Context: an optimization exercise on an open-source flow, tuned for small area, a short achievable clock period and few clock cycles per item. The choices shown serve that exercise and are no tape-out recipe.
Only simulation tests tie the RTL to the original design; equivalence was not proved.
No activity file was given, so power comes from the tool's default toggle rates.

==> flow/design.v <==
package rbdi_pkg;
    typedef logic [1:0] t_axis;
    localparam t_axis AxisX = 2'd0;
    localparam t_axis AxisY = 2'd1;
    localparam t_axis AxisZ = 2'd2;
    localparam int unsigned DivSteps = 41;
    localparam logic [5:0]  DivLast  = 6'(DivSteps - 1);
    localparam logic [40:0] CapVal    = 41'h100_0000_0000;
    localparam logic [31:0] DeadZone  = 32'd655;
    localparam logic [30:0] MassReset = 31'd65536;
    localparam logic [30:0] DragReset = 31'd65536;
    localparam logic signed [42:0] SumMax = 43'sd2147483647;
    localparam logic signed [42:0] SumMin = -43'sd2147483648;
    typedef enum logic [0:0] {
        CFG_MASS = 1'b0,
        CFG_DRAG = 1'b1
    } t_cfg_idx;
    typedef struct packed {
        logic        [30:0] dt;
        logic signed [31:0] force_x;
        logic signed [31:0] force_y;
        logic signed [31:0] force_z;
    } t_in_req;
    typedef struct packed {
        logic signed [31:0] vel_x;
        logic signed [31:0] vel_y;
        logic signed [31:0] vel_z;
        logic signed [31:0] disp_x;
        logic signed [31:0] disp_y;
        logic signed [31:0] disp_z;
    } t_out_req;
    typedef enum logic [3:0] {
        DP_NOP      = 4'd0,
        DP_LOAD     = 4'd1,
        DP_SQ       = 4'd2,
        DP_SQ_CAP   = 4'd3,
        DP_ML_LO    = 4'd4,
        DP_ML_HI    = 4'd5,
        DP_ML_CAP   = 4'd6,
        DP_NET      = 4'd7,
        DP_DIV_INIT = 4'd8,
        DP_DIV_STEP = 4'd9,
        DP_DIV_END  = 4'd10,
        DP_VEL      = 4'd11,
        DP_DISP_MUL = 4'd12,
        DP_DISP     = 4'd13
    } t_dp_op;
    typedef struct packed {
        t_dp_op op;
        t_axis  axis;
        logic   use_dt;
        logic   capture;
        logic   publish;
    } t_dp_cmd;
endpackage
module rbdi_ctrl (
    input  logic              i_clk,
    input  logic              i_rst_n,
    input  logic              i_in_valid,
    output logic              o_in_stall,
    output logic              o_out_valid,
    input  logic              i_out_stall,
    output rbdi_pkg::t_dp_cmd o_cmd
);
    typedef enum logic [17:0] {
        S_IDLE     = 18'h00001,
        S_LOAD     = 18'h00002,
        S_SQ       = 18'h00004,
        S_SQ_CAP   = 18'h00008,
        S_DRG_LO   = 18'h00010,
        S_DRG_HI   = 18'h00020,
        S_DRG_CAP  = 18'h00040,
        S_NET      = 18'h00080,
        S_DIV_INIT = 18'h00100,
        S_DIV_STEP = 18'h00200,
        S_DIV_END  = 18'h00400,
        S_DV_LO    = 18'h00800,
        S_DV_HI    = 18'h01000,
        S_DV_CAP   = 18'h02000,
        S_VEL      = 18'h04000,
        S_DISP_MUL = 18'h08000,
        S_DISP     = 18'h10000,
        S_DONE     = 18'h20000
    } t_state;
    t_state          r_state, n_state;
    rbdi_pkg::t_axis r_axis, n_axis;
    logic [5:0]      r_cnt, n_cnt;
    logic            r_out_valid, n_out_valid;
    logic w_in_accept;
    logic w_publish;
    assign w_in_accept = i_in_valid && (r_state == S_IDLE);
    assign w_publish   = (r_state == S_DONE) && (!r_out_valid || !i_out_stall);
    assign o_in_stall  = (r_state != S_IDLE);
    assign o_out_valid = r_out_valid;
    always_comb begin
        n_state = r_state;
        n_axis  = r_axis;
        n_cnt   = r_cnt;
        case (r_state)
            S_IDLE: begin
                if (w_in_accept) begin
                    n_state = S_LOAD;
                    n_axis  = rbdi_pkg::AxisX;
                end
            end
            S_LOAD:     n_state = S_SQ;
            S_SQ:       n_state = S_SQ_CAP;
            S_SQ_CAP:   n_state = S_DRG_LO;
            S_DRG_LO:   n_state = S_DRG_HI;
            S_DRG_HI:   n_state = S_DRG_CAP;
            S_DRG_CAP:  n_state = S_NET;
            S_NET:      n_state = S_DIV_INIT;
            S_DIV_INIT: begin
                n_state = S_DIV_STEP;
                n_cnt   = '0;
            end
            S_DIV_STEP: begin
                if (r_cnt == rbdi_pkg::DivLast) begin
                    n_state = S_DIV_END;
                end else begin
                    n_cnt = r_cnt + 6'd1;
                end
            end
            S_DIV_END:  n_state = S_DV_LO;
            S_DV_LO:    n_state = S_DV_HI;
            S_DV_HI:    n_state = S_DV_CAP;
            S_DV_CAP:   n_state = S_VEL;
            S_VEL:      n_state = S_DISP_MUL;
            S_DISP_MUL: n_state = S_DISP;
            S_DISP: begin
                if (r_axis == rbdi_pkg::AxisZ) begin
                    n_state = S_DONE;
                end else begin
                    n_state = S_LOAD;
                    n_axis  = r_axis + 2'd1;
                end
            end
            S_DONE: begin
                if (w_publish) begin
                    n_state = S_IDLE;
                end
            end
            default:    n_state = S_IDLE;
        endcase
    end
    always_comb begin
        if (w_publish) begin
            n_out_valid = 1'b1;
        end else if (!i_out_stall) begin
            n_out_valid = 1'b0;
        end else begin
            n_out_valid = r_out_valid;
        end
    end
    always_comb begin
        o_cmd.op      = rbdi_pkg::DP_NOP;
        o_cmd.axis    = r_axis;
        o_cmd.use_dt  = (r_state == S_DV_LO) || (r_state == S_DV_HI) || (r_state == S_DV_CAP);
        o_cmd.capture = w_in_accept;
        o_cmd.publish = w_publish;
        case (r_state)
            S_LOAD:             o_cmd.op = rbdi_pkg::DP_LOAD;
            S_SQ:               o_cmd.op = rbdi_pkg::DP_SQ;
            S_SQ_CAP:           o_cmd.op = rbdi_pkg::DP_SQ_CAP;
            S_DRG_LO, S_DV_LO:  o_cmd.op = rbdi_pkg::DP_ML_LO;
            S_DRG_HI, S_DV_HI:  o_cmd.op = rbdi_pkg::DP_ML_HI;
            S_DRG_CAP, S_DV_CAP: o_cmd.op = rbdi_pkg::DP_ML_CAP;
            S_NET:              o_cmd.op = rbdi_pkg::DP_NET;
            S_DIV_INIT:         o_cmd.op = rbdi_pkg::DP_DIV_INIT;
            S_DIV_STEP:         o_cmd.op = rbdi_pkg::DP_DIV_STEP;
            S_DIV_END:          o_cmd.op = rbdi_pkg::DP_DIV_END;
            S_VEL:              o_cmd.op = rbdi_pkg::DP_VEL;
            S_DISP_MUL:         o_cmd.op = rbdi_pkg::DP_DISP_MUL;
            S_DISP:             o_cmd.op = rbdi_pkg::DP_DISP;
            default:            o_cmd.op = rbdi_pkg::DP_NOP;
        endcase
    end
    always_ff @(posedge i_clk) begin
        if (!i_rst_n) begin
            r_state     <= S_IDLE;
            r_axis      <= rbdi_pkg::AxisX;
            r_cnt       <= '0;
            r_out_valid <= 1'b0;
        end else begin
            r_state     <= n_state;
            r_axis      <= n_axis;
            r_cnt       <= n_cnt;
            r_out_valid <= n_out_valid;
        end
    end
endmodule
module rbdi_dp (
    input  logic               i_clk,
    input  logic               i_rst_n,
    input  rbdi_pkg::t_dp_cmd  i_cmd,
    input  rbdi_pkg::t_in_req  i_in_req,
    output rbdi_pkg::t_out_req o_out_req,
    input  logic               i_cfg_valid,
    input  rbdi_pkg::t_cfg_idx i_cfg_index,
    input  logic [31:0]        i_cfg_data
);
    logic [30:0]        r_mass, n_mass;
    logic [30:0]        r_drag, n_drag;
    logic signed [31:0] r_vel_x, n_vel_x;
    logic signed [31:0] r_vel_y, n_vel_y;
    logic signed [31:0] r_vel_z, n_vel_z;
    rbdi_pkg::t_in_req  r_in, n_in;
    logic signed [31:0] r_v, n_v;
    logic signed [31:0] r_f, n_f;
    logic signed [31:0] r_nv, n_nv;
    logic [63:0]        r_prod, n_prod;
    logic [47:0]        r_acc, n_acc;
    logic [40:0]        r_a, n_a;
    logic [40:0]        r_q, n_q;
    logic [30:0]        r_rem, n_rem;
    logic               r_neg, n_neg;
    logic               r_ovf, n_ovf;
    rbdi_pkg::t_out_req r_res, n_res;
    rbdi_pkg::t_out_req r_out, n_out;
    logic [30:0]        w_div;
    logic [30:0]        w_b;
    logic [31:0]        w_vm;
    logic [31:0]        w_nvm;
    logic [31:0]        w_mul_a;
    logic [31:0]        w_mul_b;
    logic [63:0]        w_prod;
    logic signed [31:0] w_vel_sel;
    logic signed [31:0] w_force_sel;
    logic [40:0]        w_sq_cap;
    logic [48:0]        w_ml_sum;
    logic [40:0]        w_ml_cap;
    logic [42:0]        w_dm;
    logic signed [42:0] w_drag;
    logic signed [42:0] w_net;
    logic [42:0]        w_nm;
    logic [40:0]        w_nm_cap;
    logic [15:0]        w_rem_init;
    logic [31:0]        w_t;
    logic [31:0]        w_sub;
    logic               w_ge;
    logic [40:0]        w_q_cap;
    logic signed [42:0] w_dv;
    logic signed [42:0] w_sum;
    logic signed [31:0] w_sat;
    logic [31:0]        w_sat_mag;
    logic signed [31:0] w_new_v;
    logic [46:0]        w_pm;
    logic signed [31:0] w_disp;
    assign o_out_req = r_out;
    assign w_div = (r_mass == '0) ? 31'd1 : r_mass;
    assign w_b   = i_cmd.use_dt ? r_in.dt : r_drag;
    assign w_vm  = r_v[31] ? (32'd0 - $unsigned(r_v)) : $unsigned(r_v);
    assign w_nvm = r_nv[31] ? (32'd0 - $unsigned(r_nv)) : $unsigned(r_nv);
    always_comb begin
        case (i_cmd.axis)
            rbdi_pkg::AxisY: begin
                w_vel_sel   = r_vel_y;
                w_force_sel = r_in.force_y;
            end
            rbdi_pkg::AxisZ: begin
                w_vel_sel   = r_vel_z;
                w_force_sel = r_in.force_z;
            end
            default: begin
                w_vel_sel   = r_vel_x;
                w_force_sel = r_in.force_x;
            end
        endcase
    end
    always_comb begin
        case (i_cmd.op)
            rbdi_pkg::DP_SQ: begin
                w_mul_a = w_vm;
                w_mul_b = w_vm;
            end
            rbdi_pkg::DP_ML_LO: begin
                w_mul_a = r_a[31:0];
                w_mul_b = {1'b0, w_b};
            end
            rbdi_pkg::DP_ML_HI: begin
                w_mul_a = {23'd0, r_a[40:32]};
                w_mul_b = {1'b0, w_b};
            end
            rbdi_pkg::DP_DISP_MUL: begin
                w_mul_a = w_nvm;
                w_mul_b = {1'b0, r_in.dt};
            end
            default: begin
                w_mul_a = '0;
                w_mul_b = '0;
            end
        endcase
    end
    assign w_prod = w_mul_a * w_mul_b;
    assign w_sq_cap = (r_prod[63:16] > {7'd0, rbdi_pkg::CapVal}) ? rbdi_pkg::CapVal
                                                                : r_prod[56:16];
    assign w_ml_sum = {8'd0, r_prod[24:0], 16'd0} + {1'b0, r_acc};
    assign w_ml_cap = ((r_prod[39:25] != '0) || (w_ml_sum > {8'd0, rbdi_pkg::CapVal}))
                      ? rbdi_pkg::CapVal : w_ml_sum[40:0];
    assign w_dm     = {2'b00, r_a};
    assign w_drag   = r_v[31] ? $signed(43'd0 - w_dm) : $signed(w_dm);
    assign w_net    = $signed({{11{r_f[31]}}, r_f}) - w_drag;
    assign w_nm     = w_net[42] ? (43'd0 - $unsigned(w_net)) : $unsigned(w_net);
    assign w_nm_cap = (w_nm > {2'd0, rbdi_pkg::CapVal}) ? rbdi_pkg::CapVal : w_nm[40:0];
    assign w_rem_init = r_a[40:25];
    assign w_t        = {r_rem, r_q[40]};
    assign w_ge       = (w_t >= {1'b0, w_div});
    assign w_sub      = w_t - {1'b0, w_div};
    assign w_q_cap    = (r_ovf || (r_q > rbdi_pkg::CapVal)) ? rbdi_pkg::CapVal : r_q;
    assign w_dv  = r_neg ? $signed(43'd0 - {2'b00, r_a}) : $signed({2'b00, r_a});
    assign w_sum = $signed({{11{r_v[31]}}, r_v}) + w_dv;
    always_comb begin
        if (w_sum > rbdi_pkg::SumMax) begin
            w_sat = 32'sh7FFF_FFFF;
        end else if (w_sum < rbdi_pkg::SumMin) begin
            w_sat = 32'sh8000_0000;
        end else begin
            w_sat = w_sum[31:0];
        end
    end
    assign w_sat_mag = w_sat[31] ? (32'd0 - $unsigned(w_sat)) : $unsigned(w_sat);
    assign w_new_v   = (w_sat_mag <= rbdi_pkg::DeadZone) ? 32'sd0 : w_sat;
    assign w_pm = r_prod[62:16];
    always_comb begin
        if (r_nv[31]) begin
            if (w_pm > 47'h0000_8000_0000) begin
                w_disp = 32'sh8000_0000;
            end else begin
                w_disp = $signed(32'd0 - w_pm[31:0]);
            end
        end else begin
            if (w_pm > 47'h0000_7FFF_FFFF) begin
                w_disp = 32'sh7FFF_FFFF;
            end else begin
                w_disp = $signed(w_pm[31:0]);
            end
        end
    end
    always_comb begin
        n_mass  = r_mass;
        n_drag  = r_drag;
        n_vel_x = r_vel_x;
        n_vel_y = r_vel_y;
        n_vel_z = r_vel_z;
        n_in    = r_in;
        n_v     = r_v;
        n_f     = r_f;
        n_nv    = r_nv;
        n_prod  = r_prod;
        n_acc   = r_acc;
        n_a     = r_a;
        n_q     = r_q;
        n_rem   = r_rem;
        n_neg   = r_neg;
        n_ovf   = r_ovf;
        n_res   = r_res;
        n_out   = r_out;
        if (i_cfg_valid) begin
            case (i_cfg_index)
                rbdi_pkg::CFG_MASS: n_mass = i_cfg_data[30:0];
                rbdi_pkg::CFG_DRAG: n_drag = i_cfg_data[30:0];
                default: ;
            endcase
        end
        if (i_cmd.capture) begin
            n_in = i_in_req;
        end
        if (i_cmd.publish) begin
            n_out = r_res;
        end
        case (i_cmd.op)
            rbdi_pkg::DP_LOAD: begin
                n_v = w_vel_sel;
                n_f = w_force_sel;
            end
            rbdi_pkg::DP_SQ, rbdi_pkg::DP_ML_LO, rbdi_pkg::DP_DISP_MUL: begin
                n_prod = w_prod;
            end
            rbdi_pkg::DP_SQ_CAP: begin
                n_a = w_sq_cap;
            end
            rbdi_pkg::DP_ML_HI: begin
                n_acc  = r_prod[63:16];
                n_prod = w_prod;
            end
            rbdi_pkg::DP_ML_CAP: begin
                n_a = w_ml_cap;
            end
            rbdi_pkg::DP_NET: begin
                n_a   = w_nm_cap;
                n_neg = w_net[42];
            end
            rbdi_pkg::DP_DIV_INIT: begin
                n_rem = {15'd0, w_rem_init};
                n_q   = {r_a[24:0], 16'd0};
                n_ovf = ({15'd0, w_rem_init} >= w_div);
            end
            rbdi_pkg::DP_DIV_STEP: begin
                n_rem = w_ge ? w_sub[30:0] : w_t[30:0];
                n_q   = {r_q[39:0], w_ge};
            end
            rbdi_pkg::DP_DIV_END: begin
                n_a = w_q_cap;
            end
            rbdi_pkg::DP_VEL: begin
                n_nv = w_new_v;
                case (i_cmd.axis)
                    rbdi_pkg::AxisX: begin
                        n_vel_x     = w_new_v;
                        n_res.vel_x = w_new_v;
                    end
                    rbdi_pkg::AxisY: begin
                        n_vel_y     = w_new_v;
                        n_res.vel_y = w_new_v;
                    end
                    rbdi_pkg::AxisZ: begin
                        n_vel_z     = w_new_v;
                        n_res.vel_z = w_new_v;
                    end
                    default: ;
                endcase
            end
            rbdi_pkg::DP_DISP: begin
                case (i_cmd.axis)
                    rbdi_pkg::AxisX: n_res.disp_x = w_disp;
                    rbdi_pkg::AxisY: n_res.disp_y = w_disp;
                    rbdi_pkg::AxisZ: n_res.disp_z = w_disp;
                    default: ;
                endcase
            end
            default: ;
        endcase
    end
    always_ff @(posedge i_clk) begin
        if (!i_rst_n) begin
            r_mass  <= rbdi_pkg::MassReset;
            r_drag  <= rbdi_pkg::DragReset;
            r_vel_x <= '0;
            r_vel_y <= '0;
            r_vel_z <= '0;
        end else begin
            r_mass  <= n_mass;
            r_drag  <= n_drag;
            r_vel_x <= n_vel_x;
            r_vel_y <= n_vel_y;
            r_vel_z <= n_vel_z;
        end
    end
    always_ff @(posedge i_clk) begin
        r_in   <= n_in;
        r_v    <= n_v;
        r_f    <= n_f;
        r_nv   <= n_nv;
        r_prod <= n_prod;
        r_acc  <= n_acc;
        r_a    <= n_a;
        r_q    <= n_q;
        r_rem  <= n_rem;
        r_neg  <= n_neg;
        r_ovf  <= n_ovf;
        r_res  <= n_res;
        r_out  <= n_out;
    end
endmodule
module rigid_body_drag_integrator (
    input  logic               i_clk,
    input  logic               i_rst_n,
    input  logic               i_in_valid,
    output logic               o_in_stall,
    input  logic [126:0]       i_in_req,
    output logic               o_out_valid,
    input  logic               i_out_stall,
    output logic [191:0]       o_out_req,
    input  logic               i_cfg_valid,
    output logic               o_cfg_ready,
    input  logic               i_cfg_index,
    input  logic [31:0]        i_cfg_data
);
    rbdi_pkg::t_dp_cmd w_cmd;
    assign o_cfg_ready = 1'b1;
    rbdi_ctrl u_ctrl (
        .i_clk       (i_clk),
        .i_rst_n     (i_rst_n),
        .i_in_valid  (i_in_valid),
        .o_in_stall  (o_in_stall),
        .o_out_valid (o_out_valid),
        .i_out_stall (i_out_stall),
        .o_cmd       (w_cmd)
    );
    rbdi_dp u_dp (
        .i_clk       (i_clk),
        .i_rst_n     (i_rst_n),
        .i_cmd       (w_cmd),
        .i_in_req    (i_in_req),
        .o_out_req   (o_out_req),
        .i_cfg_valid (i_cfg_valid),
        .i_cfg_index (rbdi_pkg::t_cfg_idx'(i_cfg_index)),
        .i_cfg_data  (i_cfg_data)
    );
endmodule
==> flow/run.sh <==
#!/bin/bash
# synth_recipe.tcl (not shown) runs the flow's synth.tcl, then flattens the netlist and writes it again
# the make line also repeats each setting of config.mk as NAME=value (left out here)
make -C /OpenROAD-flow-scripts/flow DESIGN_CONFIG=/design/flow/config.mk WORK_HOME=/design/flow/orfs CLKGATE_MAP_FILE= SYNTH_SCRIPT=/design/flow/synth_recipe.tcl finish
==> flow/config.mk <==
export PLATFORM = sky130hd
export DESIGN_NAME = rigid_body_drag_integrator
export DESIGN_NICKNAME = rigid_body_drag_integrator
export VERILOG_FILES = /design/flow/design.v
export SDC_FILE = /design/flow/constraint.sdc
export NUM_CORES = 4
export LEC_CHECK = 0
export CAP_MARGIN = 20
export CORE_MARGIN = 2
export CORE_UTILIZATION = 40
export SLEW_MARGIN = 20
==> flow/constraint.sdc <==
create_clock -name core_clock -period 13.0 [get_ports {i_clk}]
set_input_delay 2.6000 -clock core_clock [delete_from_list [all_inputs] [get_ports {i_clk}]]
set_output_delay 2.6000 -clock core_clock [all_outputs]
set_load 0.01 [all_outputs]
==> run_results.csv <==
group,metric,value,unit
detailed_routing,first_iter_violations,6591,
power_and_ir_drop,switching_share,27.3,%
run_status,status,"finished clean",
final_layout,fin_nets,10300,
timing,post-route-period-util,97.1,%
critical_path,crit_arrival,13.13,ns
synthesis,synth_top_cell_by_area,"edfxtp_1",
floorplan,die_area,0.213,mm^2
worst_hold_path,min_path_type,"reg -> reg",
synthesis,ys_seq_elements,1019,
critical_path,required,13.50,ns
critical_path,rr_startpoint,"u_dp.r_a[0]$_DFFE_PP_",
clock_network,clock_latency,0.82,ns
place,post_dp_cell_area,0.0919,mm^2
power_and_ir_drop,seqPwrFrac,47.5,%
timing,tns,0,ns
place,place_congestion,1.02,
critical_path,cp-startpoint,"u_dp.r_a[0]$_DFFE_PP_",
critical_path,crit_path_max_fanout,32,
synthesis,synth_cell_types,93,
global_route,grt_use_total,30.0,%
power_and_ir_drop,vdd_ir_drop_max,0.000135,V
power_and_ir_drop,p_sw,2.12,mW
power_and_ir_drop,pwr-share-clk,41.3,%
final_layout,multi_input_area,0.0496,mm^2
place,hpwl,251000,um
final_layout,fillerInstances,19700,
clock_network,cts_sinks,1019,
timing,timing.fmax,0.0792,GHz
critical_path,path_common_cell,"or3_4",
synthesis,synth_top_area_share,29.9,%
synthesis,yosysWarnings,2,
detailed_routing,route.detailed.drc,0,
critical_path,reg2reg_to,"u_dp.r_nv[23]$_DFFE_PN_",
critical_path,rrSetupSlack,0.37,ns
critical_path,path_buf_inv,2,
synthesis,synth_common_cells,"1137 x inv_1, 1051 x nand2_1, 933 x nor2_1",
timing,drv_slew,0,
global_route,grt_pass1_wl,461000,um
power_and_ir_drop,p_leak,39.1,nW
timing,setup_violations,0,
global_route,grt.overflow.total,0,
final_layout,regArea,0.0287,mm^2
floorplan,initial_utilization,40.3,%
place,pre_cts_ws,0.502,ns
timing,finalCriticalPeriod,12.63,ns
critical_path,max_stage_delay,0.62,ns
power_and_ir_drop,comb_power_share,11.2,%
timing,finClkSkew,0.0726,ns
global_route,grt_pass1_vias,66800,
detailed_routing,wl_met3,33500,um
power_and_ir_drop,power,7.79,mW
timing,tightest_slew,1.13,ns
floorplan,die_w,462,um
global_route,antenna_found_initial,19,
detailed_routing,wire_per_inst,27.2,um
synthesis,synth.most_common_cell,"inv_1",
clock_network,cts_made_buffers,111,
timing,hold_violations,0,
floorplan,core,0.208,mm^2
critical_path,worstSetupStartpointType,"flip-flop",
worst_hold_path,min-delay-start,"u_dp.r_res[106]$_DFFE_PP_",
detailed_routing,first_pass_iters,7,
critical_path,setup.worst_path.class,"reg -> reg",
place,dp_cells,11500,
power_and_ir_drop,p_int,5.66,mW
synthesis,synthFlopType,"edfxtp_1",
critical_path,crit_family,"simple AND/OR/NAND/NOR gates",
critical_path,r2r_cells,38,
detailed_routing,wirelength,319000,um
final_layout,fin_cells,11700,
timing,maxSlewHeadroom,24.7,%
clock_network,ctsLongestPathBuffers,3,
flow_run,cap_violations,0,
power_and_ir_drop,power_density,81.3,mW/mm^2
synthesis,async_flop_share,0,%
detailed_routing,top_layer,"met5",
clock_network,clkTransAtPathRegs,0.06,ns
clock_network,h-tree-depth,3,
final_layout,design_area,0.0957,mm^2
timing,setup_ws,0.373,ns
clock_network,cts_tree,"done",
synthesis,syn_avg_cell_area,9.87,um^2
critical_path,crit_path_top_delay_cell,"edfxtp_1",
floorplan,die_y,462,um
final_layout,post_route_cells_drive_above_1_share,6.97,%
synthesis,yosysSeqAreaShare,34.3,%
worst_hold_path,hold_end,"u_dp.r_out[106]$_DFFE_PP_",
clock_network,cts_root_buf,"clkbuf_16",
synthesis,synth_edf_count,834,
synthesis,ys_top_cells_by_area,"edfxtp_1 30%, fa_1 22%, ha_1 6.4%, inv_1 5.1%, nand2_1 4.7%",
critical_path,crit_path_end_kind,"flip-flop",
detailed_routing,wl_met2,135000,um
detailed_routing,vias,66900,
place,portBuffers,357,
detailed_routing,avgViaCountPerCell,5.71,
floorplan,ioPinCount,360,
detailed_routing,antenna_left,0,
detailed_routing,wl_met1,129000,um
synthesis,netlist_area,0.0838,mm^2
final_layout,areaGrowthSynthToFinish,14.3,%
timing,rsz0062_at_grt,"no",
global_route,grt_max_degree,97,
synthesis,synthCells,8484,
worst_hold_path,hold_path_depth,0,
floorplan,rows,167,
## how the worst max path moves through the flow
stage,end,slack [ns],depth (start not counted)
after detailed placement,u_dp.r_prod[52]$_DFFE_PN_,0.50,42
final,u_dp.r_nv[23]$_DFFE_PN_,0.37,38
after global routing,u_dp.r_res[106]$_DFFE_PP_,0.07,39
after CTS,u_dp.r_prod[52]$_DFFE_PN_,0.46,40
after floorplan,u_dp.r_out[0]$_DFFE_PP_,0.36,1
after global placement,u_dp.r_prod[52]$_DFFE_PN_,0.59,42
## power by group through the flow
stage / clock, mW / sequential (mW) / combinational (mW)
after floorplan: 0 / 3.70 / 0.511
after global placement: 0 / 3.76 / 0.850
after detailed placement: 0 / 3.76 / 0.856
after CTS: 3.27 / 3.69 / 0.861
after global routing: 3.39 / 3.70 / 0.938
final: 3.21 / 3.70 / 0.874
## final cells by class
class / instances / share of cell area (%)
multi-input cells: 5915 / 51.9
repair buffers: 647 / 6.13
clock buffers: 124 / 2.95
flip-flops and latches: 1019 / 30.0
inverters: 1138 / 4.46
clock inverters: 83 / 0.904
well taps: 2788 / 3.64
diodes: 8 / 0.0209
## worst register-to-register path, delay by kind of cell (launching register included)
family	cells	cell delay (ns)
and+or+nand+nor	22	7.28
AOI/OAI and AO/OA	11	3.08
adders and majority gates	2	0.80
DFF	1	0.62
buffers and inverters	2	0.49
xor gates and xnor gates	1	0.08
## kinds of logic after synthesis
group | after synthesis | synth area share [%]
flops | 1019 | 34.3
fa+ha+maj | 1331 | 27.9
compound gates | 1478 | 12.1
xor+xnor | 345 | 3.61
simple gates | 2700 | 14.4
mux | 45 | 0.545
other cells | 2 | 0.00897
buf+inv | 1564 | 7.08
## cells in the final DEF (no fill, tap or decap), drive strengths merged, types with 52 or more instances in the layout
master            n
or3              74
xnor2           185
nand2b           64
o21a             52
a22oi           105
nand4            60
a21boi           80
edfxtp          834
clkdlybuf4s50   356
fa              900
dfxtp           185
buf             291
and2             58
xor2            160
a21o            117
o31ai           137
nor3            105
nor2            933
nand2          1051
nand3            83
ha              431
o21ai           198
a211oi           52
inv            1148
nor4             67
clkbuf          124
clkinv           57
a21oi           357
## state kept, by name (all words and copies together) (netlist names), 2 cells and up
signal	count
u_ctrl.r_state	18
u_dp.r_q	41
u_dp.r_mass	31
u_dp.r_f	32
u_dp.r_nv	32
u_dp.r_res	192
u_dp.r_vel_x	32
u_dp.r_drag	31
u_dp.r_in	127
u_dp.r_vel_z	32
u_dp.r_rem	31
u_dp.r_prod	64
u_dp.r_a	41
u_ctrl.r_cnt	6
u_dp.r_out	192
u_ctrl.r_axis	2
u_dp.r_acc	48
u_dp.r_vel_y	32
u_dp.r_v	32
## stage by stage
step           hold slack [ns]  utilization [%]
2_1_floorplan            0.400                -
3_3_place_gp             0.402             44.3
3_5_place_dp             0.405             44.3
4_1_cts                  0.367             46.0
5_1_grt                  0.392             46.1
6_report                 0.373             46.1
## metal layers
| layer | global-route usage, % | vias to the layer above |
|---|---|---|
| li1 | - | 29200 |
| met1 | 39.5 | 33500 |
| met2 | 44.5 | 3430 |
| met3 | 8.36 | 711 |
| met4 | 16.5 | 4 |
| met5 | 0 | - |
## what timing repair did
action | CTS | global route
resized for setup | 0 | 5
hold buffers | 0 | 0
setup endpoints to repair | 0 | 12
buffers inserted | 0 | 3
Testbench counts, summed over its fixed seeds: cycles 408,024, items 2,400.

==> re-timing with driven ports <==
No port has a modelled driver above. Below, the same layout with a new extraction and two added sets of constraints.
Step 1 (the two cells are an assumption about what drives the block):
set clk [get_ports {i_clk}]
set_driving_cell -lib_cell sky130_fd_sc_hd__clkbuf_16 $clk
set_driving_cell -lib_cell sky130_fd_sc_hd__buf_2 [delete_from_list [all_inputs] $clk]
Step 2 times the ports against the registers' clock, not the clock port: input delays grow and output delays shrink by t, the midpoint of the rising clock arrivals with the driver on.
a / b / c = no drivers / after step 1 / after step 2; a / b = the first two.
t (ns): 0.871
setup WS [ns]: 0.373 / 0.373 / 0.373
worst setup path after step 2: register to register
clock arrival spread, ns: 0.072 / 0.073
slew at the worst register clock pin (ns): 0.08 / 0.08
After both steps setup and hold are still met in this run. The setup slack of this run moves by 0.000 ns with the drivers and by 0.000 ns with both steps.
